Context: an optimization exercise on an open-source flow, tuned for small area and a short achievable clock period. The choices shown serve that exercise and are no tape-out recipe.
RTL that was checked went through simulation tests only; none was proved equivalent to the original.
The RTL of runs 1 and 2 was laid out without a check of its function.
Power is estimated from default activity; no workload was simulated.

==> design.v <==
`default_nettype none
module pic16_core (
   input  logic        clk,
   input  logic        arst_n,
   input  logic [13:0] op_code,
   input  logic [4:0]  port_a_data_in,
   input  logic [7:0]  port_b_data_in,
   output logic [12:0] pc_out,
   output logic        nop_out,
   output logic        z,
   output logic [4:0]  port_a_tris,
   output logic [4:0]  port_a_data_out,
   output logic [7:0]  port_b_tris,
   output logic [7:0]  port_b_data_out
);
   localparam int RAM_LO = 12;      
   localparam int RAM_N  = 68;      
   logic [1:0]  ph;                 
   logic        rst_q;              
   logic [13:0] ir;
   logic [7:0]  t_q;                
   logic        cn_q;               
   logic        dcn_q;              
   logic [7:0]  w_q;
   logic        c_q, dc_q, rp0_q;
   logic        hold_q;             
   logic [2:0]  sp_q;
   logic [12:0] stack_q [8];
   logic [7:0]  ram_q [RAM_N];
   wire q1 = (ph == 2'd0);
   wire q2 = (ph == 2'd1);
   wire q4 = (ph == 2'd3);
   wire ex = nop_out;                
   always_ff @(posedge clk or negedge arst_n) begin
      if (!arst_n) begin
         ph    <= 2'd0;
         rst_q <= 1'b1;
      end else begin
         ph    <= ph + 2'd1;
         rst_q <= 1'b0;
      end
   end
   always_ff @(posedge clk) begin
      if (q1) ir <= op_code;
   end
   wire [1:0] cls = ir[13:12];
   wire [3:0] sub = ir[11:8];
   wire [6:0] fa  = ir[6:0];
   wire       d   = ir[7];
   wire is_byte = (cls == 2'b00);
   wire is_bit  = (cls == 2'b01);
   wire is_jmp  = (cls == 2'b10);
   wire is_lit  = (cls == 2'b11);
   wire to_file = (is_byte & d) | (is_bit & ~ir[11]);
   wire to_w    = (is_byte & ~d & (sub != 4'd0)) | (is_lit & (sub != 4'b1011));
   wire sub_op  = (is_byte & (sub == 4'b0010)) | (is_lit & (sub[3:1] == 3'b110));
   wire addsub  = (is_byte & ((sub == 4'b0010) | (sub == 4'b0111))) | (is_lit & (sub[3:2] == 2'b11));
   wire rot     = is_byte & (sub[3:1] == 3'b110);
   wire fz      = addsub
                | (is_byte & ((sub == 4'd1) | (sub == 4'd3) | (sub == 4'd4) | (sub == 4'd5) |
                              (sub == 4'd6) | (sub == 4'd8) | (sub == 4'd9) | (sub == 4'd10)))
                | (is_lit & ((sub == 4'd8) | (sub == 4'd9) | (sub == 4'd10)));
   wire skip_z  = (is_byte & ((sub == 4'b1011) | (sub == 4'b1111))) | (is_bit & (ir[11:10] == 2'b10));
   wire skip_nz = is_bit & (ir[11:10] == 2'b11);
   wire is_ret  = (ir == 14'h0008) | (is_lit & (sub[3:2] == 2'b01));
   wire is_call = is_jmp & ~ir[11];
   wire branch  = is_jmp | is_ret;
   wire sel_status = (fa == 7'h03);
   wire sel_a      = (fa == 7'h05);
   wire sel_b      = (fa == 7'h06);
   logic [7:0] rd;
   always_comb begin
      rd = '0;
      for (int i = 0; i < RAM_N; i++)
         rd = rd | (ram_q[i] & {8{fa == 7'(RAM_LO + i)}});
      if (sel_status) rd = {2'b00, rp0_q, 2'b00, z, dc_q, c_q};
      if (sel_a) rd = rp0_q ? {3'b000, port_a_tris}
                            : {3'b000, (port_a_data_in & port_a_tris) | (port_a_data_out & ~port_a_tris)};
      if (sel_b) rd = rp0_q ? port_b_tris
                            : (port_b_data_in & port_b_tris) | (port_b_data_out & ~port_b_tris);
      if (is_lit) rd = ir[7:0];
   end
   logic [3:0] lut_q;        
   logic       smask_q;      
   logic       ssum_q;       
   logic [1:0] perm_q;       
   logic       yw_q;         
   logic       yinv_q;       
   logic       ci_q;         
   logic       rl_q;         
   logic [3:0] lut_d;
   logic [1:0] perm_d;
   always_comb begin
      lut_d  = 4'b1100;                                      
      perm_d = 2'd0;
      case (cls)
         2'b00: case (sub)
            4'd0:  lut_d = 4'b1010;                          
            4'd1:  lut_d = 4'b0000;                          
            4'd4:  lut_d = 4'b1110;                          
            4'd5:  lut_d = 4'b1000;                          
            4'd6:  lut_d = 4'b0110;                          
            4'd9:  lut_d = 4'b0011;                          
            4'd12: perm_d = 2'd1;                            
            4'd13: perm_d = 2'd2;                            
            4'd14: perm_d = 2'd3;                            
            default: ;
         endcase
         2'b01: case (ir[11:10])
            2'b00:   lut_d = 4'b0100;                        
            2'b01:   lut_d = 4'b1110;                        
            default: lut_d = 4'b1000;                        
         endcase
         2'b11: case (sub)
            4'd8:    lut_d = 4'b1110;
            4'd9:    lut_d = 4'b1000;
            4'd10:   lut_d = 4'b0110;
            default: ;
         endcase
         default: ;
      endcase
   end
   wire dec_op = is_byte & ((sub == 4'b0011) | (sub == 4'b1011));
   wire inc_op = is_byte & ((sub == 4'b1010) | (sub == 4'b1111));
   always_ff @(posedge clk) begin
      lut_q   <= lut_d;
      perm_q  <= perm_d;
      smask_q <= is_bit;
      ssum_q  <= addsub | dec_op | inc_op;
      yw_q    <= ~(dec_op | inc_op);
      yinv_q  <= sub_op | dec_op;
      ci_q    <= sub_op | inc_op;
      rl_q    <= sub[0];
   end
   wire [7:0] mask = 8'd1 << ir[9:7];
   wire [7:0] y    = ({8{yw_q}} & w_q) ^ {8{yinv_q}};
   wire [8:0] sum  = {1'b0, t_q} + {1'b0, y} + {8'd0, ci_q};
   wire [7:0] s_op = smask_q ? mask : w_q;
   logic [7:0] tp;
   always_comb begin
      case (perm_q)
         2'd1:    tp = {c_q, t_q[7:1]};
         2'd2:    tp = {t_q[6:0], c_q};
         2'd3:    tp = {t_q[3:0], t_q[7:4]};
         default: tp = t_q;
      endcase
   end
   logic [7:0] alu;
   always_comb begin
      for (int i = 0; i < 8; i++) alu[i] = lut_q[{tp[i], s_op[i]}];
      if (ssum_q) alu = sum[7:0];
   end
   wire c_new  = ssum_q ? sum[8] : (rl_q ? t_q[7] : t_q[0]);
   wire dc_new = t_q[4] ^ y[4] ^ sum[4];
   always_ff @(posedge clk) begin
      t_q   <= q2 ? rd : alu;
      cn_q  <= c_new;
      dcn_q <= dc_new;
   end
   wire q3 = (ph == 2'd2);
   logic wf_q, ww_q, fc_q, fdc_q, fz_q;
   logic jmp_q, ret_q, call_q, inc_q, br_q, skz_q, sknz_q;
   always_ff @(posedge clk) begin
      wf_q   <= q3 & ex & to_file;
      ww_q   <= q3 & ex & to_w;
      fc_q   <= q3 & ex & (addsub | rot);
      fdc_q  <= q3 & ex & addsub;
      fz_q   <= q3 & ex & fz;
      jmp_q  <= q3 & ex & is_jmp;
      ret_q  <= q3 & ex & is_ret;
      call_q <= q3 & ex & is_call;
      inc_q  <= q3 & (ex ? ~branch : ~hold_q);
      br_q   <= q3 & ex & branch;
      skz_q  <= q3 & ex & skip_z;
      sknz_q <= q3 & ex & skip_nz;
   end
   wire       zr = (t_q == 8'd0);
   wire [7:0] wd = t_q & {8{~rst_q}};         
   for (genvar i = 0; i < RAM_N; i++) begin : g_ram
      always_ff @(posedge clk) begin
         if ((wf_q & (fa == 7'(RAM_LO + i))) | rst_q) ram_q[i] <= wd;
      end
   end
   always_ff @(posedge clk) begin
      if (ww_q | rst_q) w_q <= wd;
   end
   logic [4:0] ntris_a_q;
   logic [7:0] ntris_b_q;
   assign port_a_tris = ~ntris_a_q;
   assign port_b_tris = ~ntris_b_q;
   always_ff @(posedge clk or negedge arst_n) begin
      if (!arst_n) begin
         c_q             <= 1'b0;
         dc_q            <= 1'b0;
         z               <= 1'b0;
         rp0_q           <= 1'b0;
         port_a_data_out <= '0;
         port_b_data_out <= '0;
         ntris_a_q       <= '0;
         ntris_b_q       <= '0;
      end else begin
         if (wf_q & sel_status) begin
            c_q   <= t_q[0];
            dc_q  <= t_q[1];
            z     <= t_q[2];
            rp0_q <= t_q[5];
         end
         if (fc_q)  c_q  <= cn_q;                  
         if (fdc_q) dc_q <= dcn_q;
         if (fz_q)  z    <= zr;
         if (wf_q & sel_a & ~rp0_q) port_a_data_out <= t_q[4:0];
         if (wf_q & sel_a &  rp0_q) ntris_a_q       <= ~t_q[4:0];
         if (wf_q & sel_b & ~rp0_q) port_b_data_out <= t_q;
         if (wf_q & sel_b &  rp0_q) ntris_b_q       <= ~t_q;
      end
   end
   logic       sq_q;                           
   wire [12:0] pc_inc = pc_out + 13'd1;
   wire [2:0]  sp_m1  = sp_q - 3'd1;
   assign nop_out = ~sq_q;
   always_ff @(posedge clk or negedge arst_n) begin
      if (!arst_n) begin
         pc_out <= '0;
         sp_q   <= '0;
         sq_q   <= 1'b0;
         hold_q <= 1'b0;
      end else begin
         if (jmp_q)      pc_out <= {2'b00, ir[10:0]};
         else if (ret_q) pc_out <= stack_q[sp_m1];
         else if (inc_q) pc_out <= pc_inc;
         if (call_q)     sp_q <= sp_q + 3'd1;
         else if (ret_q) sp_q <= sp_m1;
         if (q4) begin
            sq_q   <= br_q | (skz_q & zr) | (sknz_q & ~zr);
            hold_q <= br_q;
         end
      end
   end
   for (genvar i = 0; i < 8; i++) begin : g_stack
      always_ff @(posedge clk) begin
         if (call_q & ~rst_q & (sp_q == 3'(i))) stack_q[i] <= pc_inc;
      end
   end
endmodule
`default_nettype wire
==> flow/run.sh <==
#!/bin/bash
# Standard layout, with timing repair aiming 7 ns below the 10 ns clock period.
set -euo pipefail
bash standard.sh SETUP_SLACK_MARGIN=7 finish > standard_make.log 2>&1
==> standard.sh <==
#!/bin/bash
# synth_recipe.tcl (not shown) runs the flow's synth.tcl, then flattens the netlist and writes it again
# the make line also repeats each setting of config.mk as NAME=value (left out here)
make -C /OpenROAD-flow-scripts/flow DESIGN_CONFIG=/design/flow/config.mk WORK_HOME=/design/flow/orfs CLKGATE_MAP_FILE= SYNTH_SCRIPT=/design/flow/synth_recipe.tcl "${@:-finish}"
==> config.mk <==
export PLATFORM = sky130hd
export DESIGN_NAME = pic16_core
export DESIGN_NICKNAME = pic16_core
export VERILOG_FILES = /design/flow/design.v
export SDC_FILE = /design/flow/constraint.sdc
export NUM_CORES = 4
export LEC_CHECK = 0
export CAP_MARGIN = 20
export CORE_MARGIN = 2
export CORE_UTILIZATION = 40
export SLEW_MARGIN = 20
==> constraint.sdc <==
create_clock -name core_clock -period 10.0 [get_ports {clk}]
set_input_delay 2.0000 -clock core_clock [delete_from_list [all_inputs] [get_ports {clk}]]
set_output_delay 2.0000 -clock core_clock [all_outputs]
set_load 0.01 [all_outputs]
==> results_tabular.tex, run 1 <==
\begin{tabular}{lr}
\hline
Metric & Value \\
\hline
\multicolumn{2}{l}{\textbf{Run status}} \\
Run status & complete, no violations \\
\multicolumn{2}{l}{\textbf{Floorplan}} \\
Core Box Area & 0.0772 mm2 \\
Die outline area & 0.0801 mm2 \\
Initial core utilization & 0.403 \\
Die width & 283 um \\
Top Ports & 70 \\
Cell row count & 102 \\
Die Height & 283 um \\
\multicolumn{2}{l}{\textbf{Yosys}} \\
Most instantiated library cell after synthesis & sky130\_fd\_sc\_hd\_\_edfxtp\_1 \\
Cell area after synthesis & 0.0311 mm2 \\
Number of synthesized flops with an enable pin & 670 \\
Leading post-synthesis cells by instance count & 670 x sky130\_fd\_sc\_hd\_\_edfxtp\_1, 132 x sky130\_fd\_sc\_hd\_\_a22oi\_1, 92 x sky130\_fd\_sc\_hd\_\_nand2\_1 \\
Post-synthesis average cell area & 14.9 um2 \\
Leading area contributor after synthesis & sky130\_fd\_sc\_hd\_\_edfxtp\_1 \\
Register bit count reported by yosys & 761 \\
Post-synthesis async set-or-reset flop share & 0.0670 \\
Post-synth net total & 2138 \\
Ys Warns & 3 \\
Fraction of synthesized area in multiplexers & 0.0304 \\
Cells taking the most area after synthesis & sky130\_fd\_sc\_hd\_\_edfxtp\_1 65\%, sky130\_fd\_sc\_hd\_\_dfrtp\_1 4.0\%, sky130\_fd\_sc\_hd\_\_a22oi\_1 3.2\%, sky130\_fd\_sc\_hd\_\_dfxtp\_1 2.6\%, sky130\_fd\_sc\_hd\_\_mux2\_2 1.8\% \\
Largest family of logic cells by synthesized area & compound AO/OA/AOI/OAI gates \\
Synth top area share & 0.646 \\
Compound-cell area share of the yosys netlist & 0.134 \\
Xor-xnor portion of the synthesized cell area & 0.0121 \\
Fraction of the yosys area taken by sequential cells & 0.713 \\
Cells after synthesis & 2083 \\
Adder-Cell Fraction of Synth Area & 0.0113 \\
Simple-Gate Fraction of Synth Area & 0.0731 \\
Unique cell type count in the Yosys netlist & 83 \\
Leading register cell type out of synthesis & sky130\_fd\_sc\_hd\_\_edfxtp\_1 \\
\multicolumn{2}{l}{\textbf{Worst setup path}} \\
Capturing element of the worst setup path & port\_a\_tris[3] \\
Data arrival, critical path & 1.28 ns \\
Instance count on the critical path & 2 \\
Crit path cell chain & inv\_2 > buf\_6 \\
Largest delay contributor family on the critical path & flip-flops \\
Endpoint type of the worst setup path & primary output \\
Startpoint of the most critical register-to-register path & ir[5] \\
Delay of the slowest cell on the worst path & 0.42 ns \\
Worst Setup SP & ntris\_a\_q[3] \\
Critical path startpoint category & flip-flop \\
R2R Path End & ram\_q[9][1] \\
Buffers \& Inverters on Critical Path & 2 \\
Internal reg-to-reg setup slack & 6.97 ns \\
Path type of the worst setup path & flip-flop to primary output \\
Worst EP required & 8.00 ns \\
Number of cell instances on the worst register-to-register path & 5 \\
Top fanout value on the critical path & 2 \\
Critical Path Slowest Stage Cell & sky130\_fd\_sc\_hd\_\_dfrtp\_1 \\
\multicolumn{2}{l}{\textbf{STA}} \\
Setup repair after global routing missed its margin & true \\
Number of failing hold endpoints at the final stage & 0 \\
Slew Limit Fails & 0 \\
Achievable clock frequency & 305 MHz \\
Worst Max-Slew Pin Slew & 1.14 ns \\
Final worst path period share & 0.328 \\
Final Hold Slack & 0.427 ns \\
Max transition margin & 0.240 \\
Tmin final & 3.28 ns \\
Setup tns final & 0 ns \\
Final count of negative-setup-slack endpoints & 0 \\
Post-route clock skew & 0.0646 ns \\
\multicolumn{2}{l}{\textbf{Clock network}} \\
Clk Latency, worst-skew pair & 0.65 ns \\
Number of clock buffers inserted by TritonCTS & 78 \\
Maximum buffer depth of the clock tree & 3 \\
Max H-tree Level & 3 \\
Sink Count & 761 \\
CTS root buffer & sky130\_fd\_sc\_hd\_\_clkbuf\_16 \\
CTS tree & yes \\
Clock transition time at the flip-flop clock pins of the worst setup and hold paths & 0.06 ns \\
\multicolumn{2}{l}{\textbf{Layout}} \\
Flip-flop and latch area & 0.0222 mm2 \\
Total area of multi-input combinational cells & 0.00857 mm2 \\
Number of fillers in the final layout & 6629 \\
Post-Layout Cell Count & 3310 \\
Layout Area Growth over Synthesis & 17.2\% \\
Net count, final & 2263 \\
Post-layout util & 0.473 \\
Antenna cells & 0 \\
Finished Cell Area & 0.0365 mm2 \\
Share of cells above drive strength 1 & 0.205 \\
\multicolumn{2}{l}{\textbf{Route}} \\
DRT Wirelength & 105 mm \\
Vias per Instance & 6.34 \\
Number of vias in the routed layout & 21000 \\
Routed wire length per instance & 31.8 um \\
DRC errors left & 0 \\
Number of violations reported at the end of detailed-routing iteration 0 & 3352 \\
Remaining number of nets flagged by the antenna check after routing & 0 \\
1st-pass router iterations & 6 \\
\multicolumn{2}{l}{\textbf{Placement}} \\
Total placed cells including tap cells & 3086 \\
Global placer's final weighted congestion & 0.996 \\
Post-detailed-placement cell area & 0.0330 mm2 \\
Number of input and output port buffers inserted & 69 \\
Half-perimeter wire length of the detailed placement result & 63.8 mm \\
\multicolumn{2}{l}{\textbf{Global route}} \\
Most Crowded Layer GR & met2 \\
First-pass GRT wire length & 149 mm \\
Global route total overflow & 0 \\
Met3 layer usage reported by global route & 0.0643 \\
Largest net degree at the start of global routing & 79 \\
Routing usage on met2 & 0.393 \\
Overall track demand over capacity in global routing & 0.256 \\
Met1 global-route usage & 0.346 \\
Initial antenna violation count & 0 \\
Number of global-route vias before repair & 20300 \\
\multicolumn{2}{l}{\textbf{Run}} \\
Count of maximum capacitance violations & 0 \\
\multicolumn{2}{l}{\textbf{Power and ir drop}} \\
Power per cell area & 203 mW/mm2 \\
Leakage power & 12.9 nW \\
Max IR drop VDD & 122 uV \\
\multicolumn{2}{l}{\textbf{Min path}} \\
Class of the most critical hold timing path & flip-flop to flip-flop \\
\hline
\end{tabular}
[cell type report]
type / instances / share of cell area
Sequential cell: 761 / 0.609
Multi-Input combinational cell: 1132 / 0.235
Clock buffer: 104 / 0.0579
Timing Repair Buffer: 198 / 0.0475
Tap cell: 1040 / 0.0357
Clock inverter: 38 / 0.0114
Inverter: 37 / 0.00381
[worst min-delay path by stage]
stage / start / end / slack (ns) / cells after the start
2_1_floorplan: ir[8] / rl_q / 0.39 / 0
4_1_cts: flip-flop / perm_q[0] / 0.43 / 1
5_1_grt: flip-flop / perm_q[0] / 0.46 / 1
3_3_place_gp: flip-flop / perm_q[0] / 0.42 / 1
6_report: flip-flop / perm_q[0] / 0.43 / 1
3_5_place_dp: flip-flop / perm_q[0] / 0.42 / 1
[where the power goes]
part           total (W)  leakage [nW]  switching [W]  internal, W
logic           0.000568          3.96       0.000401     0.000166
clock network    0.00291          1.22        0.00125      0.00166
registers        0.00394          7.69       0.000135      0.00381
[kinds of logic (layout without fill, tap and decap cells)]
| logic type | Yosys count | in the layout |
|---|---|---|
| multiplexers | 77 | 77 |
| AO/OA/AOI/OAI | 570 | 570 |
| other | 1 | 1 |
| XOR/XNOR | 42 | 42 |
| flip-flops | 761 | 761 |
| AND/OR/NAND/NOR | 415 | 415 |
| adder cells (fa/ha/maj) | 27 | 27 |
| buffers and inverters | 190 | 377 |
[layer usage]
layer,part of all wire,routed length [um]
met5,0,0
met4,0.044,4600
met3,0.12,12400
met2,0.45,47700
met1,0.38,40500
[layout by cell type, fill, tap and decap left out, drive strengths merged, types with 25 or more instances in the layout]
cell,n
edfxtp,670
buf,171
a22oi,132
clkbuf,105
nand2,92
nand3,79
nor2,61
a21o,61
a21oi,60
o21ai,60
dfrtp,50
mux2,49
dfxtp,40
inv,40
a32oi,37
a222oi,33
a31oi,32
a221oi,29
and3,26
nand4,26
o22ai,26
clkinv,25
[timing repair]
action | in CTS | in global routing
resized for setup | 240 | 78
setup buffers | 68 | 14
pin swaps | 12 | 19
hold endpoints to repair | 0 | 0
hold buffers | 0 | 0
setup endpoints to repair | 283 | 131
[per-stage QoR]
| stage | setup WS, ns | total power [W] |
|---|---|---|
| global route | 6.70 | 0.00760 |
| floorplan | 6.93 | 0.00424 |
| global placement | 6.21 | 0.00452 |
| CTS | 6.62 | 0.00741 |
| detailed placement | 6.15 | 0.00453 |
| finish | 6.72 | 0.00742 |
[flip-flops by register name, summed over array words and instances (netlist names), 2 cells and up, named ones only]
| name | count |
|---|---|
| sp_q | 3 |
| port_a_data_out | 5 |
| ntris_a_q | 5 |
| lut_q | 4 |
| w_q | 8 |
| ir | 14 |
| ntris_b_q | 8 |
| perm_q | 2 |
| ram_q | 544 |
| t_q | 8 |
| pc_out | 13 |
| stack_q | 104 |
| ph | 2 |
| port_b_data_out | 8 |
==> inputs of run 2 (changes only) <==
==> flow/run.sh (replaced) <==
#!/bin/bash
# Standard layout, with timing repair aiming 7 ns below the 10 ns clock period.
set -euo pipefail
bash standard.sh SETUP_SLACK_MARGIN=7 CORE_UTILIZATION=60 finish > standard_make.log 2>&1
==> run 2 against run 1 <==
Highest routed layer is now met5. Clock-buffer cell count down 5. Non-clock buffer count down 22. Still clean on timing, DRC and antenna. Sequential share of layout area grew 1.1 points. Final area decreased by 1.8%. Combinational power is 2% lower. Core utilization rose by 23 points. Via count is essentially flat. Fmax grew 1.6%. Clock power rose by 2%. Hold slack better by 0.00055 ns. Clock skew decreased by 0.037 ns.
==> results_tabular.tex, run 2 <==
\begin{tabular}{lr}
\hline
Metric & Value \\
\hline
\multicolumn{2}{l}{\textbf{Yosys}} \\
Cells after synthesis & 2083 (unchanged) \\
Number of synthesized flops with an enable pin & 670 (unchanged) \\
Leading post-synthesis cells by instance count & 670 x sky130\_fd\_sc\_hd\_\_edfxtp\_1, 132 x sky130\_fd\_sc\_hd\_\_a22oi\_1, 92 x sky130\_fd\_sc\_hd\_\_nand2\_1 (unchanged) \\
Unique cell type count in the Yosys netlist & 83 (unchanged) \\
Cells taking the most area after synthesis & sky130\_fd\_sc\_hd\_\_edfxtp\_1 65\%, sky130\_fd\_sc\_hd\_\_dfrtp\_1 4.0\%, sky130\_fd\_sc\_hd\_\_a22oi\_1 3.2\%, sky130\_fd\_sc\_hd\_\_dfxtp\_1 2.6\%, sky130\_fd\_sc\_hd\_\_mux2\_2 1.8\% (unchanged) \\
Post-synthesis average cell area & 14.9 um2 (unchanged) \\
Post-synth net total & 2138 (unchanged) \\
Synth top area share & 0.646 (unchanged) \\
Register bit count reported by yosys & 761 (unchanged) \\
Post-synthesis async set-or-reset flop share & 0.0670 (unchanged) \\
Most instantiated library cell after synthesis & sky130\_fd\_sc\_hd\_\_edfxtp\_1 (unchanged) \\
Ys Warns & 3 (unchanged) \\
Cell area after synthesis & 0.0311 mm2 (unchanged) \\
Leading area contributor after synthesis & sky130\_fd\_sc\_hd\_\_edfxtp\_1 (unchanged) \\
Fraction of the yosys area taken by sequential cells & 0.713 (unchanged) \\
Leading register cell type out of synthesis & sky130\_fd\_sc\_hd\_\_edfxtp\_1 (unchanged) \\
\multicolumn{2}{l}{\textbf{Worst setup path}} \\
Data arrival, critical path & 1.23 ns (was 1.28 ns) \\
Critical path startpoint category & flip-flop (unchanged) \\
Top fanout value on the critical path & 4 (was 2) \\
Path type of the worst setup path & flip-flop to primary output (unchanged) \\
Buffers \& Inverters on Critical Path & 2 (unchanged) \\
Worst EP required & 8.00 ns (about the same) \\
Delay of the slowest cell on the worst path & 0.41 ns (was 0.42 ns) \\
Endpoint type of the worst setup path & primary output (unchanged) \\
Critical Path Slowest Stage Cell & sky130\_fd\_sc\_hd\_\_dfrtp\_1 (unchanged) \\
Largest delay contributor family on the critical path & flip-flops (unchanged) \\
Crit path cell chain & inv\_1 > buf\_2 (was inv\_2 > buf\_6) \\
\multicolumn{2}{l}{\textbf{Layout}} \\
Largest registers in the final layout & ram\_q x544, stack\_q x104, ir x14 (unchanged) \\
Layout Area Growth over Synthesis & 15.1\% (was 17.2\%) \\
Largest reg by FF count & ram\_q (unchanged) \\
Finished Cell Area & 0.0358 mm2 (was 0.0365 mm2) \\
Number of fillers in the final layout & 3504 (was 6629) \\
Most common cell after layout, fill and taps aside & sky130\_fd\_sc\_hd\_\_edfxtp\_1 (unchanged) \\
Post-Layout Cell Count & 2930 (was 3310) \\
Commonest non-fill, non-tap cells in the layout & 670 x sky130\_fd\_sc\_hd\_\_edfxtp\_1, 131 x sky130\_fd\_sc\_hd\_\_a22oi\_1, 99 x sky130\_fd\_sc\_hd\_\_buf\_4, 91 x sky130\_fd\_sc\_hd\_\_nand2\_1, 81 x sky130\_fd\_sc\_hd\_\_clkbuf\_16 (was 670 x sky130\_fd\_sc\_hd\_\_edfxtp\_1, 132 x sky130\_fd\_sc\_hd\_\_a22oi\_1, 104 x sky130\_fd\_sc\_hd\_\_buf\_4, 90 x sky130\_fd\_sc\_hd\_\_nand2\_1, 80 x sky130\_fd\_sc\_hd\_\_clkbuf\_16) \\
Number of flip-flops in the largest register & 544 (unchanged) \\
Net count, final & 2243 (was 2263) \\
Share of cells above drive strength 1 & 0.189 (was 0.205) \\
\multicolumn{2}{l}{\textbf{Run}} \\
Count of maximum capacitance violations & 0 (unchanged) \\
\multicolumn{2}{l}{\textbf{Power and ir drop}} \\
Share of total power in combinational logic & 0.075 (was 0.077) \\
Power spent charging and discharging nets & 0.00175 W (was 0.00179 W) \\
Clock share of power & 0.397 (was 0.392) \\
Fraction of power consumed by sequential logic & 0.528 (was 0.531) \\
Sw frac & 0.235 (was 0.241) \\
Internal Pwr Total & 0.00571 W (was 0.00563 W) \\
Max IR drop VDD & 179 uV (was 122 uV) \\
Leakage power & 12.7 nW (was 12.9 nW) \\
Power per cell area & 208 mW/mm2 (was 203 mW/mm2) \\
Pwr Total & 0.00747 W (was 0.00742 W) \\
\multicolumn{2}{l}{\textbf{Global route}} \\
Overall track demand over capacity in global routing & 0.373 (was 0.256) \\
First-pass GRT wire length & 142 mm (was 149 mm) \\
Global route total overflow & 0 (unchanged) \\
Largest net degree at the start of global routing & 79 (unchanged) \\
Initial antenna violation count & 3 (was 0) \\
Number of global-route vias before repair & 20000 (was 20300) \\
\multicolumn{2}{l}{\textbf{Clock network}} \\
Clock transition time at the flip-flop clock pins of the worst setup and hold paths & 0.06 ns (about the same) \\
Number of clock buffers inserted by TritonCTS & 78 (unchanged) \\
Maximum buffer depth of the clock tree & 3 (unchanged) \\
Sink Count & 761 (unchanged) \\
CTS tree & yes (unchanged) \\
CTS root buffer & sky130\_fd\_sc\_hd\_\_clkbuf\_16 (unchanged) \\
Max H-tree Level & 3 (unchanged) \\
Clk Latency, worst-skew pair & 0.64 ns (was 0.65 ns) \\
CTS hold repair buffers & 0 (unchanged) \\
\multicolumn{2}{l}{\textbf{Placement}} \\
Global placer's final weighted congestion & 0.966 (was 0.996) \\
Pre-CTS WS & 6.16 ns (was 6.15 ns) \\
Post-detailed-placement cell area & 0.0325 mm2 (was 0.0330 mm2) \\
Total placed cells including tap cells & 2723 (was 3086) \\
Number of input and output port buffers inserted & 69 (unchanged) \\
Half-perimeter wire length of the detailed placement result & 60.2 mm (was 63.8 mm) \\
\multicolumn{2}{l}{\textbf{Route}} \\
Number of vias in the routed layout & 21000 (about the same) \\
DRT Wirelength & 100 mm (was 105 mm) \\
Vias per Instance & 7.16 (was 6.34) \\
Routed wire length per instance & 34.3 um (was 31.8 um) \\
1st-pass router iterations & 7 (was 6) \\
Number of violations reported at the end of detailed-routing iteration 0 & 3619 (was 3352) \\
DRC errors left & 0 (unchanged) \\
Remaining number of nets flagged by the antenna check after routing & 0 (unchanged) \\
\multicolumn{2}{l}{\textbf{Floorplan}} \\
Die outline area & 0.0537 mm2 (was 0.0801 mm2) \\
Top Ports & 70 (unchanged) \\
Core Box Area & 0.0513 mm2 (was 0.0772 mm2) \\
Die Height & 232 um (was 283 um) \\
Cell row count & 83 (was 102) \\
Initial core utilization & 0.607 (was 0.403) \\
Die width & 232 um (was 283 um) \\
\multicolumn{2}{l}{\textbf{STA}} \\
Final worst path period share & 0.323 (was 0.328) \\
Worst Max-Slew Pin Slew & 1.10 ns (was 1.14 ns) \\
Achievable clock frequency & 309 MHz (was 305 MHz) \\
Setup tns final & 0 ns (unchanged) \\
Slew Limit Fails & 0 (unchanged) \\
Setup ws final & 6.77 ns (was 6.72 ns) \\
Post-route clock skew & 0.0274 ns (was 0.0646 ns) \\
Number of failing hold endpoints at the final stage & 0 (unchanged) \\
Setup repair after global routing missed its margin & true (unchanged) \\
Max transition margin & 0.269 (was 0.240) \\
Tmin final & 3.23 ns (was 3.28 ns) \\
Final count of negative-setup-slack endpoints & 0 (unchanged) \\
\multicolumn{2}{l}{\textbf{Run status}} \\
Run status & complete, no violations (unchanged) \\
\multicolumn{2}{l}{\textbf{Min path}} \\
Class of the most critical hold timing path & flip-flop to flip-flop (unchanged) \\
\hline
\end{tabular}
[run 2: cell counts after synthesis]
Identical to the previous run, type by type.
[run 2: timing repair]
| item | in CTS | in global routing |
|---|---|---|
| setup buffers | 48 | 15 |
| pin swaps | 19 | 21 |
| endpoints found under the setup margin | 99 | 112 |
| gates resized for setup | 230 | 57 |
| cloned | 0 | 2 |
[run 2: final timing paths]
| kind | start | to | slack, ns | depth (start not counted) |
|---|---|---|---|---|
| setup / recovery | ntris_a_q[2] | port_a_tris[2] | 6.77 | 2 |
| hold / removal | flip-flop | perm_q[1] | 0.43 | 1 |
| setup reg to reg | ir[5] | t_q[1] | 6.87 | 9 |
| hold reg to reg | flip-flop | perm_q[1] | 0.43 | 1 |
| max in group asynchronous | arst_n | pc_out[0] | 7.97 | 2 |
| min in group asynchronous | arst_n | pc_out[11] | 1.51 | 2 |
[run 2: stage by stage]
stage	hold WS, ns	util
global placement	0.428	0.634
floorplan	0.392	-
CTS	0.429	0.692
detailed placement	0.416	0.634
global route	0.449	0.699
finish	0.428	0.699
[run 2: final cells by class]
type | count | area [um2] | share of cell area
Antenna cell | 1 | 2.50 | 0.0000698
Clock buffer | 99 | 2090 | 0.0584
Clock inverter | 42 | 475 | 0.0133
Inverter | 37 | 139 | 0.00388
Multi-Input combinational cell | 1134 | 8560 | 0.239
Sequential cell | 761 | 22200 | 0.620
Tap cell | 680 | 851 | 0.0237
Timing Repair Buffer | 176 | 1500 | 0.0420
[run 2: kinds of logic (layout without fill, tap and decap cells)]
| kind of cell | after synthesis | count (layout) | share of synthesized area |
|---|---|---|---|
| and+or+nand+nor | 415 | 417 | 0.0731 |
| xor gates and xnor gates | 42 | 42 | 0.0121 |
| DFF | 761 | 761 | 0.713 |
| other | 1 | 2 | 0.000120 |
| AOI/OAI and AO/OA | 570 | 570 | 0.134 |
| adders and majority gates | 27 | 27 | 0.0113 |
| buffers and inverters | 190 | 354 | 0.0255 |
| muxes | 77 | 77 | 0.0304 |
[run 2: worst register-to-register path, stage by stage (launching register included)]
cell,delay (ns)
sky130_fd_sc_hd__edfxtp_1,0.61
sky130_fd_sc_hd__buf_4,0.24
sky130_fd_sc_hd__buf_4,0.13
sky130_fd_sc_hd__or3b_2,0.67
sky130_fd_sc_hd__nor2_1,0.57
sky130_fd_sc_hd__a222oi_1,0.21
sky130_fd_sc_hd__nand4_1,0.15
sky130_fd_sc_hd__nor4_1,0.07
sky130_fd_sc_hd__and4_1,0.23
sky130_fd_sc_hd__o221ai_1,0.18
[run 2: power by group through the flow]
stage / sequential, W / combinational (W) / clock (W)
after global placement: 0.00399 / 0.000508 / 0
final: 0.00394 / 0.000558 / 0.00297
after floorplan: 0.00393 / 0.000306 / 0
after global routing: 0.00396 / 0.000583 / 0.00310
after detailed placement: 0.00400 / 0.000519 / 0
after CTS: 0.00393 / 0.000533 / 0.00297
[run 2: routing by layer]
metal / track usage / wire length (um)
met1: 0.505 / 36700
met2: 0.569 / 46000
met3: 0.0824 / 11800
met4: 0.202 / 5930
met5: 0 / 31
==> inputs of run 3 (changes only) <==
--- a/design.v
+++ b/design.v
@@ -27,7 +27,6 @@
    logic [2:0]  sp_q;
    logic [12:0] stack_q [8];
    logic [7:0]  ram_q [RAM_N];
-   wire q1 = (ph == 2'd0);
    wire q2 = (ph == 2'd1);
    wire q4 = (ph == 2'd3);
    wire ex = nop_out;                
@@ -41,7 +40,7 @@
       end
    end
    always_ff @(posedge clk) begin
-      if (q1) ir <= op_code;
+      ir <= op_code;
    end
    wire [1:0] cls = ir[13:12];
    wire [3:0] sub = ir[11:8];
==> run 3 against run 2 <==
Largest power group unchanged. Synthesized cell count grew 2.0%. Highest routed layer unchanged. Clock-buffer cell count decreased by 8. Fmax up 0.86%. Global-route usage increased by 0.98 points. Total power is 17% higher. Via count grew 1.6%. Critical path type unchanged. Core utilization is 0.69 points higher.
==> results_tabular.tex, run 3 <==
\begin{tabular}{lr}
\hline
Metric & Value \\
\hline
\multicolumn{2}{l}{\textbf{Floorplan}} \\
Die width & 231 um (was 232 um) \\
Initial core utilization & 0.605 (was 0.607) \\
Top Ports & 70 (unchanged) \\
Cell row count & 83 (unchanged) \\
Die outline area & 0.0534 mm2 (was 0.0537 mm2) \\
Die Height & 231 um (was 232 um) \\
Core Box Area & 0.0512 mm2 (was 0.0513 mm2) \\
\multicolumn{2}{l}{\textbf{Layout}} \\
Net count, final & 2307 (was 2243) \\
Commonest non-fill, non-tap cells in the layout & 656 x sky130\_fd\_sc\_hd\_\_edfxtp\_1, 136 x sky130\_fd\_sc\_hd\_\_a22oi\_1, 125 x sky130\_fd\_sc\_hd\_\_nand2\_1, 105 x sky130\_fd\_sc\_hd\_\_buf\_4, 80 x sky130\_fd\_sc\_hd\_\_clkbuf\_16 (was 670 x sky130\_fd\_sc\_hd\_\_edfxtp\_1, 131 x sky130\_fd\_sc\_hd\_\_a22oi\_1, 99 x sky130\_fd\_sc\_hd\_\_buf\_4, 91 x sky130\_fd\_sc\_hd\_\_nand2\_1, 81 x sky130\_fd\_sc\_hd\_\_clkbuf\_16) \\
Layout Area Growth over Synthesis & 16.6\% (was 15.1\%) \\
Largest registers in the final layout & ram\_q x544, stack\_q x104, ir x14 (unchanged) \\
Most common cell after layout, fill and taps aside & sky130\_fd\_sc\_hd\_\_edfxtp\_1 (unchanged) \\
Number of flip-flops in the largest register & 544 (unchanged) \\
Antenna cells & 0 (was 1) \\
Largest reg by FF count & ram\_q (unchanged) \\
Share of cells above drive strength 1 & 0.192 (was 0.189) \\
\multicolumn{2}{l}{\textbf{Yosys}} \\
Number of synthesized flops with an enable pin & 656 (was 670) \\
Xor-xnor portion of the synthesized cell area & 0.0116 (was 0.0121) \\
Cell area after synthesis & 0.0310 mm2 (was 0.0311 mm2) \\
Post-synth net total & 2179 (was 2138) \\
Leading register cell type out of synthesis & sky130\_fd\_sc\_hd\_\_edfxtp\_1 (unchanged) \\
Cells after synthesis & 2125 (was 2083) \\
Unique cell type count in the Yosys netlist & 85 (was 83) \\
Register bit count reported by yosys & 761 (unchanged) \\
Leading area contributor after synthesis & sky130\_fd\_sc\_hd\_\_edfxtp\_1 (unchanged) \\
Cells taking the most area after synthesis & sky130\_fd\_sc\_hd\_\_edfxtp\_1 64\%, sky130\_fd\_sc\_hd\_\_dfrtp\_1 4.0\%, sky130\_fd\_sc\_hd\_\_dfxtp\_1 3.5\%, sky130\_fd\_sc\_hd\_\_a22oi\_1 3.3\%, sky130\_fd\_sc\_hd\_\_nand2\_1 1.5\% (was sky130\_fd\_sc\_hd\_\_edfxtp\_1 65\%, sky130\_fd\_sc\_hd\_\_dfrtp\_1 4.0\%, sky130\_fd\_sc\_hd\_\_a22oi\_1 3.2\%, sky130\_fd\_sc\_hd\_\_dfxtp\_1 2.6\%, sky130\_fd\_sc\_hd\_\_mux2\_2 1.8\%) \\
Compound-cell area share of the yosys netlist & 0.138 (was 0.134) \\
Simple-Gate Fraction of Synth Area & 0.0754 (was 0.0731) \\
Ys Warns & 3 (unchanged) \\
Adder-Cell Fraction of Synth Area & 0.0106 (was 0.0113) \\
Most instantiated library cell after synthesis & sky130\_fd\_sc\_hd\_\_edfxtp\_1 (unchanged) \\
Fraction of synthesized area in multiplexers & 0.0228 (was 0.0304) \\
Post-synthesis average cell area & 14.6 um2 (was 14.9 um2) \\
Fraction of the yosys area taken by sequential cells & 0.712 (was 0.713) \\
Largest family of logic cells by synthesized area & compound AO/OA/AOI/OAI gates (unchanged) \\
Post-synthesis async set-or-reset flop share & 0.0670 (unchanged) \\
Synth top area share & 0.636 (was 0.646) \\
Leading post-synthesis cells by instance count & 656 x sky130\_fd\_sc\_hd\_\_edfxtp\_1, 137 x sky130\_fd\_sc\_hd\_\_a22oi\_1, 127 x sky130\_fd\_sc\_hd\_\_nand2\_1 (was 670 x sky130\_fd\_sc\_hd\_\_edfxtp\_1, 132 x sky130\_fd\_sc\_hd\_\_a22oi\_1, 92 x sky130\_fd\_sc\_hd\_\_nand2\_1) \\
\multicolumn{2}{l}{\textbf{STA}} \\
Final count of negative-setup-slack endpoints & 0 (unchanged) \\
Setup tns final & 0 ns (unchanged) \\
Max transition margin & 0.273 (was 0.269) \\
Setup ws final & 6.80 ns (was 6.77 ns) \\
Achievable clock frequency & 312 MHz (was 309 MHz) \\
Tmin final & 3.20 ns (was 3.23 ns) \\
Post-route clock skew & 0.0331 ns (was 0.0274 ns) \\
Final worst path period share & 0.320 (was 0.323) \\
Number of failing hold endpoints at the final stage & 0 (unchanged) \\
Slew Limit Fails & 0 (unchanged) \\
Worst Max-Slew Pin Slew & 1.09 ns (was 1.10 ns) \\
Setup repair after global routing missed its margin & true (unchanged) \\
\multicolumn{2}{l}{\textbf{Run}} \\
Count of maximum capacitance violations & 0 (unchanged) \\
\multicolumn{2}{l}{\textbf{Route}} \\
DRC errors left & 0 (unchanged) \\
Remaining number of nets flagged by the antenna check after routing & 0 (unchanged) \\
1st-pass router iterations & 8 (was 7) \\
Vias per Instance & 7.12 (was 7.16) \\
DRT Wirelength & 103 mm (was 100 mm) \\
Routed wire length per instance & 34.4 um (was 34.3 um) \\
Number of vias in the routed layout & 21300 (was 21000) \\
Number of violations reported at the end of detailed-routing iteration 0 & 3275 (was 3619) \\
\multicolumn{2}{l}{\textbf{Worst setup path}} \\
Top fanout value on the critical path & 2 (was 4) \\
Number of cell instances on the worst register-to-register path & 4 (was 9) \\
Critical path startpoint category & flip-flop (unchanged) \\
Path type of the worst setup path & flip-flop to primary output (unchanged) \\
Data arrival, critical path & 1.20 ns (was 1.23 ns) \\
Endpoint type of the worst setup path & primary output (unchanged) \\
Internal reg-to-reg setup slack & 6.98 ns (was 6.87 ns) \\
Worst EP required & 8.00 ns (about the same) \\
\multicolumn{2}{l}{\textbf{Global route}} \\
First-pass GRT wire length & 144 mm (was 142 mm) \\
Global route total overflow & 0 (unchanged) \\
Initial antenna violation count & 2 (was 3) \\
Number of global-route vias before repair & 19800 (was 20000) \\
Overall track demand over capacity in global routing & 0.383 (was 0.373) \\
Largest net degree at the start of global routing & 79 (unchanged) \\
\multicolumn{2}{l}{\textbf{Clock network}} \\
Max H-tree Level & 3 (unchanged) \\
CTS hold repair buffers & 0 (unchanged) \\
Number of clock buffers inserted by TritonCTS & 78 (unchanged) \\
CTS tree & yes (unchanged) \\
Maximum buffer depth of the clock tree & 3 (unchanged) \\
CTS root buffer & sky130\_fd\_sc\_hd\_\_clkbuf\_16 (unchanged) \\
Sink Count & 761 (unchanged) \\
Clk Latency, worst-skew pair & 0.64 ns (about the same) \\
Clock transition time at the flip-flop clock pins of the worst setup and hold paths & 0.06 ns (about the same) \\
\multicolumn{2}{l}{\textbf{Placement}} \\
Half-perimeter wire length of the detailed placement result & 60.7 mm (was 60.2 mm) \\
Pre-CTS WS & 5.76 ns (was 6.16 ns) \\
Global placer's final weighted congestion & 0.973 (was 0.966) \\
Number of input and output port buffers inserted & 69 (unchanged) \\
\multicolumn{2}{l}{\textbf{Run status}} \\
Run status & complete, no violations (unchanged) \\
\multicolumn{2}{l}{\textbf{Power and ir drop}} \\
Leakage power & 13.0 nW (was 12.7 nW) \\
Pwr Total & 0.00871 W (was 0.00747 W) \\
Power per cell area & 241 mW/mm2 (was 208 mW/mm2) \\
Max IR drop VDD & 204 uV (was 179 uV) \\
\multicolumn{2}{l}{\textbf{Min path}} \\
Class of the most critical hold timing path & flip-flop to flip-flop (unchanged) \\
Cell depth of the worst min-delay path & 1 (unchanged) \\
\hline
\end{tabular}
## run 3: repair_timing
action                                  in CTS  in global routing
pin swaps                                   23                 26
cloned                                       5                  2
setup buffers                               51                 25
gates resized for setup                    280                 55
endpoints found under the setup margin     269                 68
## run 3: cells by family (layout without fill, tap and decap cells)
group,count (synthesis),after routing
other cells,1,1
fa+ha+maj,25,25
flops,761,761
buf+inv,204,391
simple gates,450,451
mux,58,58
compound gates,585,585
xor+xnor,41,41
## run 3: final timing paths
| check | start | end |
|---|---|---|
| min in group asynchronous | arst_n | pc_out[12] |
| worst min register to register | flip-flop | lut_q[0] |
| worst max register to register | ir[2] | ram_q[49][4] |
| max in group asynchronous | arst_n | pc_out[6] |
| worst min-delay path | flip-flop | lut_q[0] |
| worst max-delay path | ntris_a_q[1] | port_a_tris[1] |
## run 3: layout make-up
| type | instances | area, um2 |
|---|---|---|
| Tap cell | 680 | 851 |
| Clock buffer | 91 | 2030 |
| Multi-Input combinational cell | 1161 | 8580 |
| Inverter | 45 | 169 |
| Fill cell | 3427 | 15100 |
| Timing Repair Buffer | 206 | 1900 |
| Sequential cell | 761 | 22100 |
| Clock inverter | 49 | 493 |
## run 3: where the power goes
group	switching, W	internal [W]
clock network	0.00123	0.00169
logic	0.000974	0.000506
registers	0.000238	0.00407
total	0.00244	0.00627
## run 3: metal layers
metal / vias to the layer above / global-route usage / part of all wire
li1: 8709 / - / -
met1: 10600 / 0.524 / 0.36
met2: 1705 / 0.576 / 0.45
met3: 334 / 0.0883 / 0.12
met4: 2 / 0.207 / 0.066
met5: - / 0 / 0.00011
## run 3: worst max-delay path, stage by stage (launching register included)
cell                      delay, ns
sky130_fd_sc_hd__dfrtp_1       0.41
sky130_fd_sc_hd__inv_1         0.06
sky130_fd_sc_hd__buf_2         0.12
## run 3: metrics by stage
stage / hold WS (ns) / cells / utilization / instance area (um2)
3_5_place_dp: 0.420 / 2770 / 0.633 / 32400
3_3_place_gp: 0.414 / 2770 / 0.633 / 32400
4_1_cts: 0.435 / 2966 / 0.697 / 35700
5_1_grt: 0.459 / 2993 / 0.705 / 36100
2_1_floorplan: 0.383 / 2125 / - / 31000
6_report: 0.434 / 2993 / 0.705 / 36100
==> inputs of run 4 (changes only) <==
==> flow/run.sh (replaced) <==
#!/bin/bash
# Standard layout, with timing repair aiming 7 ns below the 10 ns clock period.
set -euo pipefail
bash standard.sh SETUP_SLACK_MARGIN=7 CORE_UTILIZATION=70 PLACE_DENSITY=0.74 CTS_CLUSTER_SIZE=28 CTS_CLUSTER_DIAMETER=100 finish > standard_make.log 2>&1
==> run 4 against run 3 <==
Non-clock buffer count shrank 10. Die area is 14% lower. Critical path type unchanged. Combinational power hardly changed. Largest power group unchanged. Final area is 5.1% lower. Clock skew shrank 0.0030 ns. Global-route usage is 4.0 points higher. Sequential share of layout area up 3.3 points. Wire length is 2.5% lower. Final cell count decreased by 6.0%. Via count up 0.94%. Clock-buffer cell count decreased by 36. Sequential power hardly changed.
==> results_tabular.tex, run 4 <==
\begin{tabular}{lr}
\hline
Metric & Value \\
\hline
\multicolumn{2}{l}{\textbf{Route}} \\
Routed wire length per instance & 35.7 um (was 34.4 um) \\
Vias per Instance & 7.65 (was 7.12) \\
Number of violations reported at the end of detailed-routing iteration 0 & 4414 (was 3275) \\
1st-pass router iterations & 6 (was 8) \\
DRC errors left & 0 (unchanged) \\
Remaining number of nets flagged by the antenna check after routing & 0 (unchanged) \\
DRT Wirelength & 100 mm (was 103 mm) \\
Number of vias in the routed layout & 21500 (was 21300) \\
\multicolumn{2}{l}{\textbf{Clock network}} \\
Number of clock buffers inserted by TritonCTS & 31 (was 78) \\
CTS tree & yes (unchanged) \\
Sink Count & 761 (unchanged) \\
Clk Latency, worst-skew pair & 0.68 ns (was 0.64 ns) \\
Clock transition time at the flip-flop clock pins of the worst setup and hold paths & 0.11 ns (was 0.06 ns) \\
Max H-tree Level & 1 (was 3) \\
CTS hold repair buffers & 0 (unchanged) \\
CTS root buffer & sky130\_fd\_sc\_hd\_\_clkbuf\_16 (unchanged) \\
Maximum buffer depth of the clock tree & 3 (unchanged) \\
\multicolumn{2}{l}{\textbf{Worst setup path}} \\
Critical path startpoint category & flip-flop (unchanged) \\
Endpoint type of the worst setup path & primary output (unchanged) \\
Largest delay contributor family on the critical path & flip-flops (unchanged) \\
Delay of the slowest cell on the worst path & 0.43 ns (was 0.41 ns) \\
Buffers \& Inverters on Critical Path & 2 (unchanged) \\
Data arrival, critical path & 1.28 ns (was 1.20 ns) \\
Crit path cell chain & inv\_1 > buf\_2 (unchanged) \\
Number of cell instances on the worst register-to-register path & 9 (was 4) \\
Top fanout value on the critical path & 2 (unchanged) \\
Worst EP required & 8.00 ns (about the same) \\
Path type of the worst setup path & flip-flop to primary output (unchanged) \\
Internal reg-to-reg setup slack & 7.00 ns (was 6.98 ns) \\
R2R Path End & t\_q[2] (was ram\_q[49][4]) \\
Critical Path Slowest Stage Cell & sky130\_fd\_sc\_hd\_\_dfrtp\_1 (unchanged) \\
Startpoint of the most critical register-to-register path & ir[1] (was ir[2]) \\
\multicolumn{2}{l}{\textbf{Layout}} \\
Antenna cells & 0 (unchanged) \\
Finished Cell Area & 0.0343 mm2 (was 0.0361 mm2) \\
Commonest non-fill, non-tap cells in the layout & 656 x sky130\_fd\_sc\_hd\_\_edfxtp\_1, 136 x sky130\_fd\_sc\_hd\_\_a22oi\_1, 127 x sky130\_fd\_sc\_hd\_\_nand2\_1, 102 x sky130\_fd\_sc\_hd\_\_buf\_4, 75 x sky130\_fd\_sc\_hd\_\_o21ai\_0 (was 656 x sky130\_fd\_sc\_hd\_\_edfxtp\_1, 136 x sky130\_fd\_sc\_hd\_\_a22oi\_1, 125 x sky130\_fd\_sc\_hd\_\_nand2\_1, 105 x sky130\_fd\_sc\_hd\_\_buf\_4, 80 x sky130\_fd\_sc\_hd\_\_clkbuf\_16) \\
Largest reg by FF count & ram\_q (unchanged) \\
Largest registers in the final layout & ram\_q x544, stack\_q x104, ir x14 (unchanged) \\
Flip-flop and latch area & 0.0221 mm2 (about the same) \\
Layout Area Growth over Synthesis & 10.7\% (was 16.6\%) \\
Post-Layout Cell Count & 2813 (was 2993) \\
Most common cell after layout, fill and taps aside & sky130\_fd\_sc\_hd\_\_edfxtp\_1 (unchanged) \\
Share of cells above drive strength 1 & 0.158 (was 0.192) \\
Total area of multi-input combinational cells & 0.00853 mm2 (was 0.00858 mm2) \\
Net count, final & 2250 (was 2307) \\
Number of flip-flops in the largest register & 544 (unchanged) \\
Number of fillers in the final layout & 2526 (was 3427) \\
\multicolumn{2}{l}{\textbf{Yosys}} \\
Post-synth net total & 2179 (unchanged) \\
Leading post-synthesis cells by instance count & 656 x sky130\_fd\_sc\_hd\_\_edfxtp\_1, 137 x sky130\_fd\_sc\_hd\_\_a22oi\_1, 127 x sky130\_fd\_sc\_hd\_\_nand2\_1 (unchanged) \\
Ys Warns & 3 (unchanged) \\
Fraction of the yosys area taken by sequential cells & 0.712 (unchanged) \\
Leading area contributor after synthesis & sky130\_fd\_sc\_hd\_\_edfxtp\_1 (unchanged) \\
Leading register cell type out of synthesis & sky130\_fd\_sc\_hd\_\_edfxtp\_1 (unchanged) \\
Number of synthesized flops with an enable pin & 656 (unchanged) \\
Most instantiated library cell after synthesis & sky130\_fd\_sc\_hd\_\_edfxtp\_1 (unchanged) \\
Cell area after synthesis & 0.0310 mm2 (unchanged) \\
Post-synthesis average cell area & 14.6 um2 (unchanged) \\
Register bit count reported by yosys & 761 (unchanged) \\
Synth top area share & 0.636 (unchanged) \\
Post-synthesis async set-or-reset flop share & 0.0670 (unchanged) \\
Unique cell type count in the Yosys netlist & 85 (unchanged) \\
Cells taking the most area after synthesis & sky130\_fd\_sc\_hd\_\_edfxtp\_1 64\%, sky130\_fd\_sc\_hd\_\_dfrtp\_1 4.0\%, sky130\_fd\_sc\_hd\_\_dfxtp\_1 3.5\%, sky130\_fd\_sc\_hd\_\_a22oi\_1 3.3\%, sky130\_fd\_sc\_hd\_\_nand2\_1 1.5\% (unchanged) \\
Cells after synthesis & 2125 (unchanged) \\
\multicolumn{2}{l}{\textbf{Floorplan}} \\
Core Box Area & 0.0439 mm2 (was 0.0512 mm2) \\
Initial core utilization & 0.705 (was 0.605) \\
Cell row count & 77 (was 83) \\
Top Ports & 70 (unchanged) \\
Die Height & 214 um (was 231 um) \\
Die width & 214 um (was 231 um) \\
Die outline area & 0.0459 mm2 (was 0.0534 mm2) \\
\multicolumn{2}{l}{\textbf{Min path}} \\
Cell depth of the worst min-delay path & 1 (unchanged) \\
Hold-critical path endpoint & lut\_q[0] (unchanged) \\
Class of the most critical hold timing path & flip-flop to flip-flop (unchanged) \\
\multicolumn{2}{l}{\textbf{Power and ir drop}} \\
Pwr Total & 0.00735 W (was 0.00871 W) \\
Power per cell area & 214 mW/mm2 (was 241 mW/mm2) \\
Max IR drop VDD & 192 uV (was 204 uV) \\
Leakage power & 12.1 nW (was 13.0 nW) \\
\multicolumn{2}{l}{\textbf{STA}} \\
Setup tns final & 0 ns (unchanged) \\
Max transition margin & 0.243 (was 0.273) \\
Slew Limit Fails & 0 (unchanged) \\
Worst Max-Slew Pin Slew & 1.14 ns (was 1.09 ns) \\
Setup repair after global routing missed its margin & true (unchanged) \\
Final count of negative-setup-slack endpoints & 0 (unchanged) \\
Post-route clock skew & 0.0300 ns (was 0.0331 ns) \\
Tmin final & 3.28 ns (was 3.20 ns) \\
Final worst path period share & 0.328 (was 0.320) \\
Number of failing hold endpoints at the final stage & 0 (unchanged) \\
Achievable clock frequency & 305 MHz (was 312 MHz) \\
\multicolumn{2}{l}{\textbf{Global route}} \\
Global route total overflow & 0 (unchanged) \\
Overall track demand over capacity in global routing & 0.423 (was 0.383) \\
Number of global-route vias before repair & 19900 (was 19800) \\
Largest net degree at the start of global routing & 79 (unchanged) \\
Initial antenna violation count & 1 (was 2) \\
First-pass GRT wire length & 140 mm (was 144 mm) \\
\multicolumn{2}{l}{\textbf{Run}} \\
Count of maximum capacitance violations & 0 (unchanged) \\
\multicolumn{2}{l}{\textbf{Placement}} \\
Half-perimeter wire length of the detailed placement result & 58.5 mm (was 60.7 mm) \\
Post-detailed-placement cell area & 0.0323 mm2 (was 0.0324 mm2) \\
Number of input and output port buffers inserted & 69 (unchanged) \\
Global placer's final weighted congestion & 1.02 (was 0.973) \\
Total placed cells including tap cells & 2676 (was 2770) \\
\multicolumn{2}{l}{\textbf{Run status}} \\
Run status & complete, no violations (unchanged) \\
\hline
\end{tabular}
==> run 4: cell counts after synthesis <==
No cell type changed its count.
==> run 4: kinds of logic (layout without fill, tap and decap cells) <==
| group | count (synthesis) | count (layout) | synth area share |
|---|---|---|---|
| flops | 761 | 761 | 0.712 |
| compound gates | 585 | 585 | 0.138 |
| simple gates | 450 | 451 | 0.0754 |
| buf+inv | 204 | 299 | 0.0293 |
| mux | 58 | 58 | 0.0228 |
| xor+xnor | 41 | 41 | 0.0116 |
| fa+ha+maj | 25 | 25 | 0.0106 |
| other cells | 1 | 1 | 0.000121 |
==> run 4: timing repair <==
| action | CTS | global route |
|---|---|---|
| setup buffers | 48 | 25 |
| pin swaps | 23 | 30 |
| gates cloned | 1 | 5 |
| resized for setup | 258 | 66 |
| setup endpoints to repair | 250 | 70 |
==> run 4: how the worst max path moves through the flow <==
stage	startpoint	endpoint	slack, ns	depth (start not counted)
floorplan	port_b_data_in[5]	t_q[5]	6.53	6
global placement	port_b_data_in[5]	t_q[5]	5.78	7
detailed placement	port_b_data_in[5]	t_q[5]	5.75	7
CTS	ntris_a_q[0]	port_a_tris[0]	6.70	2
global route	ntris_a_q[1]	port_a_tris[1]	6.70	2
finish	ntris_a_q[1]	port_a_tris[1]	6.72	2
==> run 4: final cells by class <==
class / instances / area share
Clock inverter: 3 / 0.00131
Sequential cell: 761 / 0.645
Inverter: 45 / 0.00493
Multi-Input combinational cell: 1161 / 0.249
Tap cell: 592 / 0.0216
Clock buffer: 55 / 0.0253
Timing Repair Buffer: 196 / 0.0531
==> run 4: per-stage QoR <==
| stage | worst slack [ns] | hold slack [ns] | util |
|---|---|---|---|
| after floorplan | 6.53 | 0.383 | - |
| after global placement | 5.78 | 0.413 | 0.734 |
| after detailed placement | 5.75 | 0.430 | 0.735 |
| after CTS | 6.70 | 0.455 | 0.768 |
| after global routing | 6.70 | 0.470 | 0.780 |
| final | 6.72 | 0.448 | 0.780 |
==> run 4: where the power goes <==
part	internal (W)	leakage [nW]	switching, W	total [W]
sequential	0.00406	7.69	0.000237	0.00430
clock	0.000603	0.432	0.000958	0.00156
combinational	0.000496	4.01	0.000991	0.00149
total	0.00516	12.1	0.00219	0.00735
==> run 4: layer usage <==
layer  vias to the layer above  wire (um)  track usage
met4                         2       7450        0.234
met3                       427      14700        0.102
met5                         -         13            0
met1                     10500      33300        0.572
met2                      2058      45000        0.645
li1                       8557          -            -
==> inputs of run 5 (changes only) <==
==> flow/run.sh (replaced) <==
#!/bin/bash
# Standard layout, with timing repair aiming 7 ns below the 10 ns clock period.
set -euo pipefail
bash standard.sh SETUP_SLACK_MARGIN=7 TNS_END_PERCENT=20 CORE_UTILIZATION=60 CTS_CLUSTER_SIZE=28 CTS_CLUSTER_DIAMETER=100 finish > standard_make.log 2>&1
==> run 5 against run 4 <==
Via count shrank 4.1%. Global-route usage shrank 5.1 points. Total power shrank 0.68%. Clock skew grew 0.0060 ns. Fmax grew 0.25%. Area after synthesis is the same. Critical path type unchanged.
==> results_tabular.tex, run 5 <==
\begin{tabular}{lr}
\hline
Metric & Value \\
\hline
\multicolumn{2}{l}{\textbf{Run status}} \\
Run status & complete, no violations (unchanged) \\
\multicolumn{2}{l}{\textbf{Min path}} \\
Hold path startpoint & cn\_q \\
Hold-critical path endpoint & c\_q (was lut\_q[0]) \\
Class of the most critical hold timing path & flip-flop to flip-flop (unchanged) \\
Cell depth of the worst min-delay path & 2 (was 1) \\
\multicolumn{2}{l}{\textbf{Layout}} \\
Commonest non-fill, non-tap cells in the layout & 656 x sky130\_fd\_sc\_hd\_\_edfxtp\_1, 137 x sky130\_fd\_sc\_hd\_\_a22oi\_1, 127 x sky130\_fd\_sc\_hd\_\_nand2\_1, 89 x sky130\_fd\_sc\_hd\_\_buf\_4, 76 x sky130\_fd\_sc\_hd\_\_o21ai\_0 (was 656 x sky130\_fd\_sc\_hd\_\_edfxtp\_1, 136 x sky130\_fd\_sc\_hd\_\_a22oi\_1, 127 x sky130\_fd\_sc\_hd\_\_nand2\_1, 102 x sky130\_fd\_sc\_hd\_\_buf\_4, 75 x sky130\_fd\_sc\_hd\_\_o21ai\_0) \\
Largest registers in the final layout & ram\_q x544, stack\_q x104, ir x14 (unchanged) \\
Number of fillers in the final layout & 3676 (was 2526) \\
Post-layout util & 0.660 (was 0.780) \\
Share of cells above drive strength 1 & 0.136 (was 0.158) \\
Antenna cells & 0 (unchanged) \\
Number of flip-flops in the largest register & 544 (unchanged) \\
Net count, final & 2224 (was 2250) \\
Post-Layout Cell Count & 2874 (was 2813) \\
Largest reg by FF count & ram\_q (unchanged) \\
Layout Area Growth over Synthesis & 9.18\% (was 10.7\%) \\
Flip-flop and latch area & 0.0221 mm2 (about the same) \\
Most common cell after layout, fill and taps aside & sky130\_fd\_sc\_hd\_\_edfxtp\_1 (unchanged) \\
Total area of multi-input combinational cells & 0.00839 mm2 (was 0.00853 mm2) \\
\multicolumn{2}{l}{\textbf{Clock network}} \\
Sink Count & 761 (unchanged) \\
Clock transition time at the flip-flop clock pins of the worst setup and hold paths & 0.12 ns (was 0.11 ns) \\
Clk Latency, worst-skew pair & 0.66 ns (was 0.68 ns) \\
CTS tree & yes (unchanged) \\
CTS root buffer & sky130\_fd\_sc\_hd\_\_clkbuf\_16 (unchanged) \\
Number of clock buffers inserted by TritonCTS & 31 (unchanged) \\
Maximum buffer depth of the clock tree & 3 (unchanged) \\
Max H-tree Level & 1 (unchanged) \\
\multicolumn{2}{l}{\textbf{Yosys}} \\
Synth top area share & 0.636 (unchanged) \\
Post-synth net total & 2179 (unchanged) \\
Cell area after synthesis & 0.0310 mm2 (unchanged) \\
Leading post-synthesis cells by instance count & 656 x sky130\_fd\_sc\_hd\_\_edfxtp\_1, 137 x sky130\_fd\_sc\_hd\_\_a22oi\_1, 127 x sky130\_fd\_sc\_hd\_\_nand2\_1 (unchanged) \\
Most instantiated library cell after synthesis & sky130\_fd\_sc\_hd\_\_edfxtp\_1 (unchanged) \\
Register bit count reported by yosys & 761 (unchanged) \\
Cells after synthesis & 2125 (unchanged) \\
Post-synthesis async set-or-reset flop share & 0.0670 (unchanged) \\
Leading area contributor after synthesis & sky130\_fd\_sc\_hd\_\_edfxtp\_1 (unchanged) \\
Leading register cell type out of synthesis & sky130\_fd\_sc\_hd\_\_edfxtp\_1 (unchanged) \\
Ys Warns & 3 (unchanged) \\
Unique cell type count in the Yosys netlist & 85 (unchanged) \\
Post-synthesis average cell area & 14.6 um2 (unchanged) \\
Fraction of the yosys area taken by sequential cells & 0.712 (unchanged) \\
Cells taking the most area after synthesis & sky130\_fd\_sc\_hd\_\_edfxtp\_1 64\%, sky130\_fd\_sc\_hd\_\_dfrtp\_1 4.0\%, sky130\_fd\_sc\_hd\_\_dfxtp\_1 3.5\%, sky130\_fd\_sc\_hd\_\_a22oi\_1 3.3\%, sky130\_fd\_sc\_hd\_\_nand2\_1 1.5\% (unchanged) \\
Number of synthesized flops with an enable pin & 656 (unchanged) \\
\multicolumn{2}{l}{\textbf{Global route}} \\
Number of global-route vias before repair & 19400 (was 19900) \\
First-pass GRT wire length & 142 mm (was 140 mm) \\
Global route total overflow & 0 (unchanged) \\
Initial antenna violation count & 1 (unchanged) \\
Largest net degree at the start of global routing & 79 (unchanged) \\
Overall track demand over capacity in global routing & 0.373 (was 0.423) \\
\multicolumn{2}{l}{\textbf{Worst setup path}} \\
Number of cell instances on the worst register-to-register path & 8 (was 9) \\
Worst EP required & 8.00 ns (about the same) \\
Internal reg-to-reg setup slack & 6.74 ns (was 7.00 ns) \\
Instance count on the critical path & 2 (unchanged) \\
R2R Path End & t\_q[4] (was t\_q[2]) \\
Critical path startpoint category & flip-flop (unchanged) \\
Largest delay contributor family on the critical path & flip-flops (unchanged) \\
Path type of the worst setup path & flip-flop to primary output (unchanged) \\
Startpoint of the most critical register-to-register path & ir[3] (was ir[1]) \\
Endpoint type of the worst setup path & primary output (unchanged) \\
Crit path cell chain & inv\_1 > buf\_2 (unchanged) \\
Data arrival, critical path & 1.27 ns (was 1.28 ns) \\
Delay of the slowest cell on the worst path & 0.41 ns (was 0.43 ns) \\
Buffers \& Inverters on Critical Path & 2 (unchanged) \\
Critical Path Slowest Stage Cell & sky130\_fd\_sc\_hd\_\_dfrtp\_1 (unchanged) \\
Worst Setup SP & ntris\_b\_q[5] (was ntris\_a\_q[1]) \\
Top fanout value on the critical path & 2 (unchanged) \\
\multicolumn{2}{l}{\textbf{Floorplan}} \\
Die Height & 231 um (was 214 um) \\
Initial core utilization & 0.605 (was 0.705) \\
Die width & 231 um (was 214 um) \\
Die outline area & 0.0534 mm2 (was 0.0459 mm2) \\
Cell row count & 83 (was 77) \\
Top Ports & 70 (unchanged) \\
Core Box Area & 0.0512 mm2 (was 0.0439 mm2) \\
\multicolumn{2}{l}{\textbf{Route}} \\
Number of vias in the routed layout & 20600 (was 21500) \\
Vias per Instance & 7.18 (was 7.65) \\
1st-pass router iterations & 7 (was 6) \\
DRC errors left & 0 (unchanged) \\
Remaining number of nets flagged by the antenna check after routing & 0 (unchanged) \\
DRT Wirelength & 99.2 mm (was 100 mm) \\
Number of violations reported at the end of detailed-routing iteration 0 & 3658 (was 4414) \\
Routed wire length per instance & 34.5 um (was 35.7 um) \\
\multicolumn{2}{l}{\textbf{Placement}} \\
Number of input and output port buffers inserted & 69 (unchanged) \\
Half-perimeter wire length of the detailed placement result & 60.4 mm (was 58.5 mm) \\
Total placed cells including tap cells & 2771 (was 2676) \\
Global placer's final weighted congestion & 1.02 (about the same) \\
\multicolumn{2}{l}{\textbf{Power and ir drop}} \\
Share of total power in combinational logic & 0.197 (was 0.202) \\
Sw frac & 0.295 (was 0.298) \\
Internal Pwr Total & 0.00514 W (was 0.00516 W) \\
Leakage power & 11.9 nW (was 12.1 nW) \\
Fraction of power consumed by sequential logic & 0.589 (was 0.585) \\
Max IR drop VDD & 187 uV (was 192 uV) \\
Power per cell area & 216 mW/mm2 (was 214 mW/mm2) \\
Clock share of power & 0.214 (was 0.213) \\
Power spent charging and discharging nets & 0.00215 W (was 0.00219 W) \\
\multicolumn{2}{l}{\textbf{STA}} \\
Setup tns final & 0 ns (unchanged) \\
Post-route clock skew & 0.0361 ns (was 0.0300 ns) \\
Final worst path period share & 0.327 (was 0.328) \\
Achievable clock frequency & 306 MHz (was 305 MHz) \\
Worst Max-Slew Pin Slew & 1.19 ns (was 1.14 ns) \\
Number of failing hold endpoints at the final stage & 0 (unchanged) \\
Setup repair after global routing missed its margin & true (unchanged) \\
Final count of negative-setup-slack endpoints & 0 (unchanged) \\
Slew Limit Fails & 0 (unchanged) \\
Max transition margin & 0.207 (was 0.243) \\
Tmin final & 3.27 ns (was 3.28 ns) \\
\multicolumn{2}{l}{\textbf{Run}} \\
Count of maximum capacitance violations & 0 (unchanged) \\
\hline
\end{tabular}
## run 5: cell counts after synthesis
No cell type changed its count.
## run 5: cell families after synthesis
logic type / Yosys count / share of synthesized area
flip-flops: 761 / 0.712
AO/OA/AOI/OAI: 585 / 0.138
AND/OR/NAND/NOR: 450 / 0.0754
buffers and inverters: 204 / 0.0293
multiplexers: 58 / 0.0228
XOR/XNOR: 41 / 0.0116
adder cells (fa/ha/maj): 25 / 0.0106
other: 1 / 0.000121
## run 5: area by class of cell
| class | instances | share of cell area |
|---|---|---|
| clock buffers | 54 | 0.0255 |
| repair buffers | 170 | 0.0421 |
| flip-flops and latches | 761 | 0.653 |
| well taps | 680 | 0.0252 |
| inverters | 45 | 0.00500 |
| multi-input cells | 1161 | 0.248 |
| clock inverters | 3 | 0.000925 |
## run 5: worst max path at each step
| stage | end | slack, ns |
|---|---|---|
| 6_report | port_b_tris[5] | 6.73 |
| 3_3_place_gp | t_q[5] | 5.83 |
| 3_5_place_dp | t_q[5] | 5.78 |
| 2_1_floorplan | t_q[5] | 6.53 |
| 5_1_grt | port_a_tris[0] | 6.69 |
| 4_1_cts | port_a_tris[1] | 6.73 |
## run 5: tightest hold or removal path, cell delays in order (launching register included)
cell and delay, ns:
sky130_fd_sc_hd__dfxtp_1 0.32, sky130_fd_sc_hd__nand2_1 0.04, sky130_fd_sc_hd__o21ai_0 0.06
## run 5: power by group through the flow
| stage | sequential (W) | clock, W | combinational [W] |
|---|---|---|---|
| global route | 0.00433 | 0.00166 | 0.00154 |
| floorplan | 0.00426 | 0 | 0.000840 |
| finish | 0.00430 | 0.00156 | 0.00144 |
| detailed placement | 0.00438 | 0 | 0.00135 |
| CTS | 0.00428 | 0.00155 | 0.00142 |
| global placement | 0.00436 | 0 | 0.00132 |
## run 5: timing repair
action / CTS / global route
pin swaps: 18 / 0
hold buffers: 0 / 0
buffers inserted: 42 / 1
endpoints found under the setup margin: 381 / 74
gates cloned: 2 / 0
gates resized for setup: 255 / 10
## run 5: metrics by stage
| step | area, um2 | total power [W] | hold WS [ns] | setup WS (ns) |
|---|---|---|---|---|
| after global placement | 32400 | 0.00568 | 0.427 | 5.83 |
| after detailed placement | 32400 | 0.00572 | 0.417 | 5.78 |
| after floorplan | 31000 | 0.00510 | 0.383 | 6.53 |
| final | 33800 | 0.00730 | 0.439 | 6.73 |
| after CTS | 33800 | 0.00726 | 0.446 | 6.73 |
| after global routing | 33800 | 0.00752 | 0.459 | 6.69 |
## run 5: layer usage
metal  share of wire  vias to the layer above  GRT usage
li1                -                     8523          -
met5         0.00018                        -          0
met3            0.11                      279     0.0726
met2            0.45                     1558      0.574
met4           0.055                        2      0.172
met1            0.37                    10300      0.520

-- port drivers added, routing unchanged --
The flow's constraints put no driver on any port. The routed layouts listed below were extracted and timed again, unchanged, in two steps. Step 1, drivers: a clkbuf_16 drives clk and a buf_2 each remaining input, both assumed. Step 2 times the ports against the registers' clock, not the clock port: input delays grow and output delays shrink by t, the midpoint of the rising clock arrivals with the driver on. Slacks: ideal ports / drivers / drivers and shift; pairs: ideal ports / drivers.
| run | t (ns) | slack for setup (ns) |
|---|---|---|
| run 1 | 0.689 | 6.716 / 6.644 / 6.438 |
| run 2 | 0.690 | 6.768 / 6.704 / 6.363 |
| run 3 | 0.680 | 6.795 / 6.735 / 6.208 |
| run 4 | 0.724 | 6.720 / 6.659 / 6.162 |
| run 5 | 0.708 | 6.728 / 6.662 / 6.190 |
After both steps setup and hold are still met in every run listed.
